Source: an optimization exercise on an open RTL-to-GDS flow (aim: small area, a short achievable clock period and few clock cycles per item). Production flows keep margins and buffers that such runs may drop.
In this exercise RTL edits were held to simulation tests only and were not proved equivalent to the original.
Power is estimated from default activity; no workload was simulated.

## run A
==> flow/design.v <==
package sbs_pkg;
  localparam int MaxSigLen  = 48;
  localparam int SigRegs    = 6;
  localparam int SigRegW    = 64;
  localparam int LenBits    = 6;
  localparam int OffsetBits = 32;
  localparam int CfgIdxW    = 3;
endpackage
import sbs_pkg::*;
module sbs_cfg (
  input  logic                                clk_i,
  input  logic                                rst_ni,
  input  logic                                cfg_we_i,
  input  logic [sbs_pkg::CfgIdxW-1:0]         cfg_index_i,
  input  logic [sbs_pkg::SigRegW-1:0]         cfg_data_i,
  output logic [sbs_pkg::MaxSigLen-1:0][7:0]  sig_o,      
  output logic [sbs_pkg::MaxSigLen-1:0]       wild_o,     
  output logic [5:0]                          lm1_hi_o,   
  output logic [7:0]                          lm1_lo_o    
);
  logic [SigRegs-1:0][SigRegW-1:0] sig_q;
  logic [MaxSigLen-1:0]            wild_q;
  logic                            init_q;     
  logic [SigRegW-1:0]              wdata;
  logic [5:0]                      lm1_hi_q;
  logic [7:0]                      lm1_lo_q;
  logic [LenBits-1:0]              lm1_d;
  always_comb begin
    if (cfg_data_i[LenBits-1:0] == '0) begin
      lm1_d = 6'd0;
    end else if (cfg_data_i[LenBits-1:0] > 6'd48) begin
      lm1_d = 6'd47;
    end else begin
      lm1_d = cfg_data_i[LenBits-1:0] - 6'd1;
    end
  end
  assign wdata = init_q ? '0 : cfg_data_i;
  always_ff @(posedge clk_i) begin
    for (int r = 0; r < SigRegs; r++) begin
      if (init_q || (cfg_we_i && cfg_index_i == 3'(r))) sig_q[r] <= wdata;
    end
    if (init_q || (cfg_we_i && cfg_index_i == 3'd6)) wild_q <= wdata[MaxSigLen-1:0];
  end
  always_ff @(posedge clk_i or negedge rst_ni) begin
    if (!rst_ni) begin
      init_q    <= 1'b1;
      lm1_hi_q  <= 6'b000001;
      lm1_lo_q  <= 8'b00000001;
    end else begin
      init_q <= 1'b0;
      if (cfg_we_i && cfg_index_i == 3'd7) begin
        lm1_hi_q <= 6'b000001 << lm1_d[5:3];
        lm1_lo_q <= 8'b00000001 << lm1_d[2:0];
      end
    end
  end
  assign sig_o    = sig_q;
  assign wild_o   = wild_q;
  assign lm1_hi_o = lm1_hi_q;
  assign lm1_lo_o = lm1_lo_q;
endmodule
import sbs_pkg::*;
module sbs_match (
  input  logic                                clk_i,
  input  logic                                rst_ni,
  input  logic                                step_i,      
  input  logic [7:0]                          byte_i,
  input  logic                                last_i,
  input  logic [sbs_pkg::MaxSigLen-1:0][7:0]  sig_i,
  input  logic [sbs_pkg::MaxSigLen-1:0]       wild_i,
  input  logic [5:0]                          lm1_hi_i,    
  input  logic [7:0]                          lm1_lo_i,    
  output logic                                end_o        
);
  logic [MaxSigLen-1:0]  st_q, st_d, pos_ok;
  logic [5:0]            grp_end;       
  logic                  first_q;       
  always_comb begin
    for (int j = 0; j < MaxSigLen; j++) begin
      pos_ok[j] = wild_i[j] || (byte_i == sig_i[j]);
    end
    st_d[0] = pos_ok[0];
    for (int j = 1; j < MaxSigLen; j++) begin
      st_d[j] = pos_ok[j] && st_q[j-1] && !first_q;
    end
  end
  always_ff @(posedge clk_i) begin
    if (step_i) begin
      st_q <= st_d;
    end
  end
  always_ff @(posedge clk_i or negedge rst_ni) begin
    if (!rst_ni) begin
      first_q <= 1'b1;
    end else if (step_i) begin
      first_q <= last_i;
    end
  end
  always_comb begin
    for (int h = 0; h < 6; h++) begin
      grp_end[h] = lm1_hi_i[h] && |(st_q[8*h +: 8] & lm1_lo_i);
    end
  end
  assign end_o = |grp_end;
endmodule
module wildcard_byte_signature_scanner (
  input  logic                           clk_i,
  input  logic                           rst_ni,
  input  logic                           cfg_we_i,
  input  logic [sbs_pkg::CfgIdxW-1:0]    cfg_index_i,
  input  logic [sbs_pkg::SigRegW-1:0]    cfg_data_i,
  input  logic                           in_valid_i,
  output logic                           in_stall_o,
  input  logic [7:0]                     data_byte_i,
  input  logic                           region_last_i,
  output logic                           out_valid_o,
  input  logic                           out_stall_i,
  output logic                           found_o,
  output logic [sbs_pkg::OffsetBits-1:0] match_offset_o
);
  logic [sbs_pkg::MaxSigLen-1:0][7:0] sig;
  logic [sbs_pkg::MaxSigLen-1:0]      wild;
  logic [5:0]                         lm1_hi;
  logic [7:0]                         lm1_lo;
  logic        take;           
  logic        in_valid_q;     
  logic [7:0]  byte_q;
  logic        last_a_q;
  logic        step;           
  logic        held_q;         
  logic        last_q;         
  logic        reported_q;     
  logic        eval;           
  logic        match_end;
  logic        hit;
  logic        produce;
  logic        stall_q;
  logic        in_valid_d;
  logic        held_d;
  logic        out_valid_d;
  logic        out_valid_q;
  logic        found_q;
  assign take = in_valid_i && !stall_q;
  assign eval = held_q && !out_valid_q;
  assign step = in_valid_q && (!held_q || eval);
  sbs_cfg u_cfg (
    .clk_i       (clk_i),
    .rst_ni      (rst_ni),
    .cfg_we_i    (cfg_we_i),
    .cfg_index_i (cfg_index_i),
    .cfg_data_i  (cfg_data_i),
    .sig_o       (sig),
    .wild_o      (wild),
    .lm1_hi_o    (lm1_hi),
    .lm1_lo_o    (lm1_lo)
  );
  sbs_match u_match (
    .clk_i    (clk_i),
    .rst_ni   (rst_ni),
    .step_i   (step),
    .byte_i   (byte_q),
    .last_i   (last_a_q),
    .sig_i    (sig),
    .wild_i   (wild),
    .lm1_hi_i (lm1_hi),
    .lm1_lo_i (lm1_lo),
    .end_o    (match_end)
  );
  logic [31:0] ofs_init;       
  logic [31:0] ofs_sat;        
  logic        sat_next;       
  logic        first_c_q;      
  logic        sat_q;          
  logic [31:0] ofs_q;
  logic        lo_ok, hi_ok;
  always_comb begin
    ofs_init = '0;
    for (int l = 1; l < 8; l++) if (lm1_lo[l]) ofs_init[2:0] = ofs_init[2:0] | 3'(8 - l);
    for (int h = 0; h < 6; h++) begin
      if (lm1_hi[h]) ofs_init[5:3] = ofs_init[5:3] | (lm1_lo[0] ? 3'((8 - h) % 8) : 3'(7 - h));
    end
    ofs_init[31:6] = {26{!(lm1_hi[0] && lm1_lo[0])}};
    ofs_sat = {26'h3ffffff, 6'd0};
    for (int l = 0; l < 8; l++) if (lm1_lo[l]) ofs_sat[2:0] = ofs_sat[2:0] | 3'((14 - l) % 8);
    for (int h = 0; h < 6; h++) begin
      if (lm1_hi[h]) ofs_sat[5:3] = ofs_sat[5:3] | (lm1_lo[7] ? 3'(6 - h) : 3'(7 - h));
    end
    lo_ok = 1'b0;
    for (int l = 0; l < 8; l++) begin
      if (lm1_lo[l] && ofs_q[2:0] == 3'((13 - l) % 8)) lo_ok = 1'b1;
    end
    hi_ok = 1'b0;
    for (int h = 0; h < 6; h++) begin
      if (lm1_hi[h] && ofs_q[5:3] == ((lm1_lo[6] || lm1_lo[7]) ? 3'(6 - h) : 3'(7 - h))) hi_ok = 1'b1;
    end
    sat_next = (&ofs_q[31:6]) && lo_ok && hi_ok;
  end
  always_ff @(posedge clk_i) begin
    if (eval) begin
      if (last_q && !hit) begin
        ofs_q <= 32'd0;
      end else if (first_c_q) begin
        ofs_q <= ofs_init;
      end else if (sat_q) begin
        ofs_q <= ofs_sat;
      end else begin
        ofs_q <= ofs_q + 32'd1;
      end
      sat_q <= !first_c_q && (sat_q || sat_next);
    end
  end
  assign hit         = match_end && !reported_q;
  assign produce     = hit || (last_q && !reported_q);
  assign in_valid_d  = take || (in_valid_q && !step);
  assign held_d      = step || (held_q && !eval);
  assign out_valid_d = eval ? produce : (out_valid_q && out_stall_i);
  always_ff @(posedge clk_i or negedge rst_ni) begin
    if (!rst_ni) begin
      in_valid_q  <= 1'b0;
      held_q      <= 1'b0;
      first_c_q   <= 1'b1;
      reported_q  <= 1'b0;
      out_valid_q <= 1'b0;
      stall_q     <= 1'b0;
    end else begin
      in_valid_q  <= in_valid_d;
      held_q      <= held_d;
      out_valid_q <= out_valid_d;
      stall_q     <= in_valid_d && held_d && out_valid_d;
      if (eval) begin
        first_c_q  <= last_q;
        reported_q <= !last_q && (reported_q || hit);
      end
    end
  end
  always_ff @(posedge clk_i) begin
    if (!stall_q) begin
      byte_q   <= data_byte_i;
      last_a_q <= region_last_i;
    end
    if (step) begin
      last_q <= last_a_q;
    end
    if (eval) begin
      found_q <= hit;
    end
  end
  assign in_stall_o     = stall_q;
  assign out_valid_o    = out_valid_q;
  assign found_o        = found_q;
  assign match_offset_o = ofs_q;
endmodule
export LEC_CHECK = 0
export ABC_CLOCK_PERIOD_IN_PS = 2500
export CAP_MARGIN = 50
export CORE_MARGIN = 2
export CORE_UTILIZATION = 60
export CTS_CLUSTER_DIAMETER = 80
export CTS_CLUSTER_SIZE = 30
export SETUP_SLACK_MARGIN = 3.3
export SLEW_MARGIN = 50
create_clock -name core_clock -period 5.5 [get_ports {clk_i}]
standard.sh (not shown) runs the stock make flow with config.mk's settings and CLKGATE_MAP_FILE= SYNTH_SCRIPT=/design/flow/synth_recipe.tcl, a recipe that flattens the netlist after the stock synthesis.
==> flow/flow/run.sh <==
#!/bin/bash
set -euo pipefail
export BUFFER_PORTS_ARGS="-buffer_cell sky130_fd_sc_hd__buf_2"
export CTS_ARGS="-sink_clustering_enable -repair_clock_nets -dont_use_dummy_load -sink_clustering_size 20 -sink_clustering_max_diameter 100"
bash standard.sh > standard_flow.log 2>&1
Testbench counts of run A, summed over its fixed seeds: cycles 52,290, bytes 52,011.
Edits applied to the flow inputs when going from run A to run B:
-- flow/config.mk --
<<< run A, line 8
export ABC_CLOCK_PERIOD_IN_PS = 2500
export CAP_MARGIN = 50
export CORE_MARGIN = 2
>>> run B, line 8
export ABC_CLOCK_PERIOD_IN_PS = 2500
export CAP_MARGIN = 30
export CORE_MARGIN = 2
<<< run A, line 14
export SETUP_SLACK_MARGIN = 3.3
export SLEW_MARGIN = 50
>>> run B, line 14
export SETUP_SLACK_MARGIN = 3.3
export SLEW_MARGIN = 25
Notes after the runs:
The higher worst setup slack of run B and run A is in run A.
Final area down about 0.6% in run B wrt run A
Non-clock buffer count, run B and run A, lower one = run B.
> inputs changed (run B -> run C)
==> flow/flow/run.sh <==
#!/bin/bash
set -euo pipefail
export BUFFER_PORTS_ARGS="-buffer_cell sky130_fd_sc_hd__buf_2"
export CTS_ARGS="-sink_clustering_enable -repair_clock_nets -dont_use_dummy_load -sink_clustering_size 40 -sink_clustering_max_diameter 60"
bash standard.sh > standard_flow.log 2>&1
-- flow/config.mk --
<<< run B, line 13
export CTS_CLUSTER_SIZE = 30
export SETUP_SLACK_MARGIN = 3.3
export SLEW_MARGIN = 25
>>> run C, line 13
export CTS_CLUSTER_SIZE = 30
export SETUP_SLACK_MARGIN = 3.4
export SLEW_MARGIN = 25
## What came out
Sort run B and run C by highest net fanout along the worst path, ascending, and run B comes first. Any difference in number of cells in the design after placement between run B and run C is small enough to ignore. Final net count in run C is 31 higher than in run B. According to the power report, total power for run C is higher than for run B. Row combinational power: run C higher / run B lower. Diff run B..run C | multiplexer area fraction after synthesis | unchanged. Run B -> run C: tap cell count delta 0, exact match. Delay contributed by the slowest stage of the critical path across run B and run C: no real change. [run C] ratio of total power to cell area rose 11 mW/mm^2 relative to run B. Sequential share of layout area for run C: 1.7 points down relative to run B. Run C ends up with higher number of levels the H-tree was split into than run B does.
The following lists how run D was set up differently from run C:
-- flow/config.mk --
<<< run C, line 8
export ABC_CLOCK_PERIOD_IN_PS = 2500
export CAP_MARGIN = 30
export CORE_MARGIN = 2
export CORE_UTILIZATION = 60
export CTS_CLUSTER_DIAMETER = 80
export CTS_CLUSTER_SIZE = 30
export SETUP_SLACK_MARGIN = 3.4
export SLEW_MARGIN = 25
>>> run D, line 8
export ABC_CLOCK_PERIOD_IN_PS = 2500
export CAP_MARGIN = 50
export CORE_MARGIN = 2
export CORE_UTILIZATION = 55
export CTS_CLUSTER_DIAMETER = 80
export CTS_CLUSTER_SIZE = 30
export SETUP_SLACK_MARGIN = 3.3
export SLEW_MARGIN = 50
Sort run C and run D by arrival time reported for the critical path endpoint desc -> top: run C
Cmp run C and run D / shortest period the worst path allows / lower: run C
Total internal power improves in run D relative to run C.
Comparing the two runs side by side, run D comes out ahead of run C on via count.
Per the comparison of run D with run C, count of cell instances traversed by the critical path dropped 3; proportion of power drawn by combinational gates dropped 2.1 points; setup slack dropped 0.028 ns.
The maximum clock rate in run D was lower than what run C gave.
Start point of the critical path: cfg_we_i -> run C, ofs_q[15]$_SDFFCE_PP0P_ -> run D
Uppermost layer routed: met5 -> run C, met4 -> run D
Diff run C -> run D: floorplan die area went up; routed wire length shows an increase of about 1.9%; final layout net count decreased about 0.9%.
### run D -> run E
-- flow/config.mk --
<<< run D, line 8
export ABC_CLOCK_PERIOD_IN_PS = 2500
export CAP_MARGIN = 50
export CORE_MARGIN = 2
export CORE_UTILIZATION = 55
export CTS_CLUSTER_DIAMETER = 80
export CTS_CLUSTER_SIZE = 30
export SETUP_SLACK_MARGIN = 3.3
export SLEW_MARGIN = 50
>>> run E, line 8
export ABC_CLOCK_PERIOD_IN_PS = 2500
export CAP_MARGIN = 30
export CORE_MARGIN = 2
export CORE_UTILIZATION = 60
export CTS_CLUSTER_DIAMETER = 80
export CTS_CLUSTER_SIZE = 30
export SETUP_SLACK_MARGIN = 3.5
export SLEW_MARGIN = 25
==> comparison <==
Going from run D to run E, clock-cell share of area shrinks by 0.35 points.
Run E vs. run D: fraction of power consumed by the clock network shrank by 1.6 points, total power shows an increase of 4.2%, number of global-route vias before repair saw an increase, post-route cell area went up, post-CTS setup repair buffer count went up.

==> static timing again, ports no longer ideal <==
The flow's constraints put no driver on any port. The routed layouts listed below were extracted and timed again, unchanged, in two steps. Step 1: set_driving_cell puts a clkbuf_16 on clk_i and a buf_2 on each other input, an assumption about the parent block. Step 2 also shifts input and output timing later by t, the mid clock arrival at the registers, as if the neighbouring blocks saw the same clock. Three values: no drivers, after step 1, after step 2; two values: the first two.
run	shift t [ns]	setup WS [ns]	clock arrival spread, ns	worst data-port slew with drivers (ns)	cell pins on the clock port's net
run A	0.641	3.203 / 3.149 / 2.793	0.041 / 0.041	0.04	1
run B	0.633	3.191 / 3.136 / 2.713	0.039 / 0.040	0.04	1
run C	0.609	3.245 / 3.194 / 2.670	0.064 / 0.064	0.08	1
run D	0.617	3.217 / 3.157 / 2.704	0.053 / 0.054	0.04	1
run E	0.614	3.213 / 3.151 / 2.741	0.055 / 0.054	0.05	1
After both steps every run listed still meets setup and hold. For run C, which loses most, drivers alone change the setup slack by -0.051 ns; drivers and shift together by -0.575 ns.
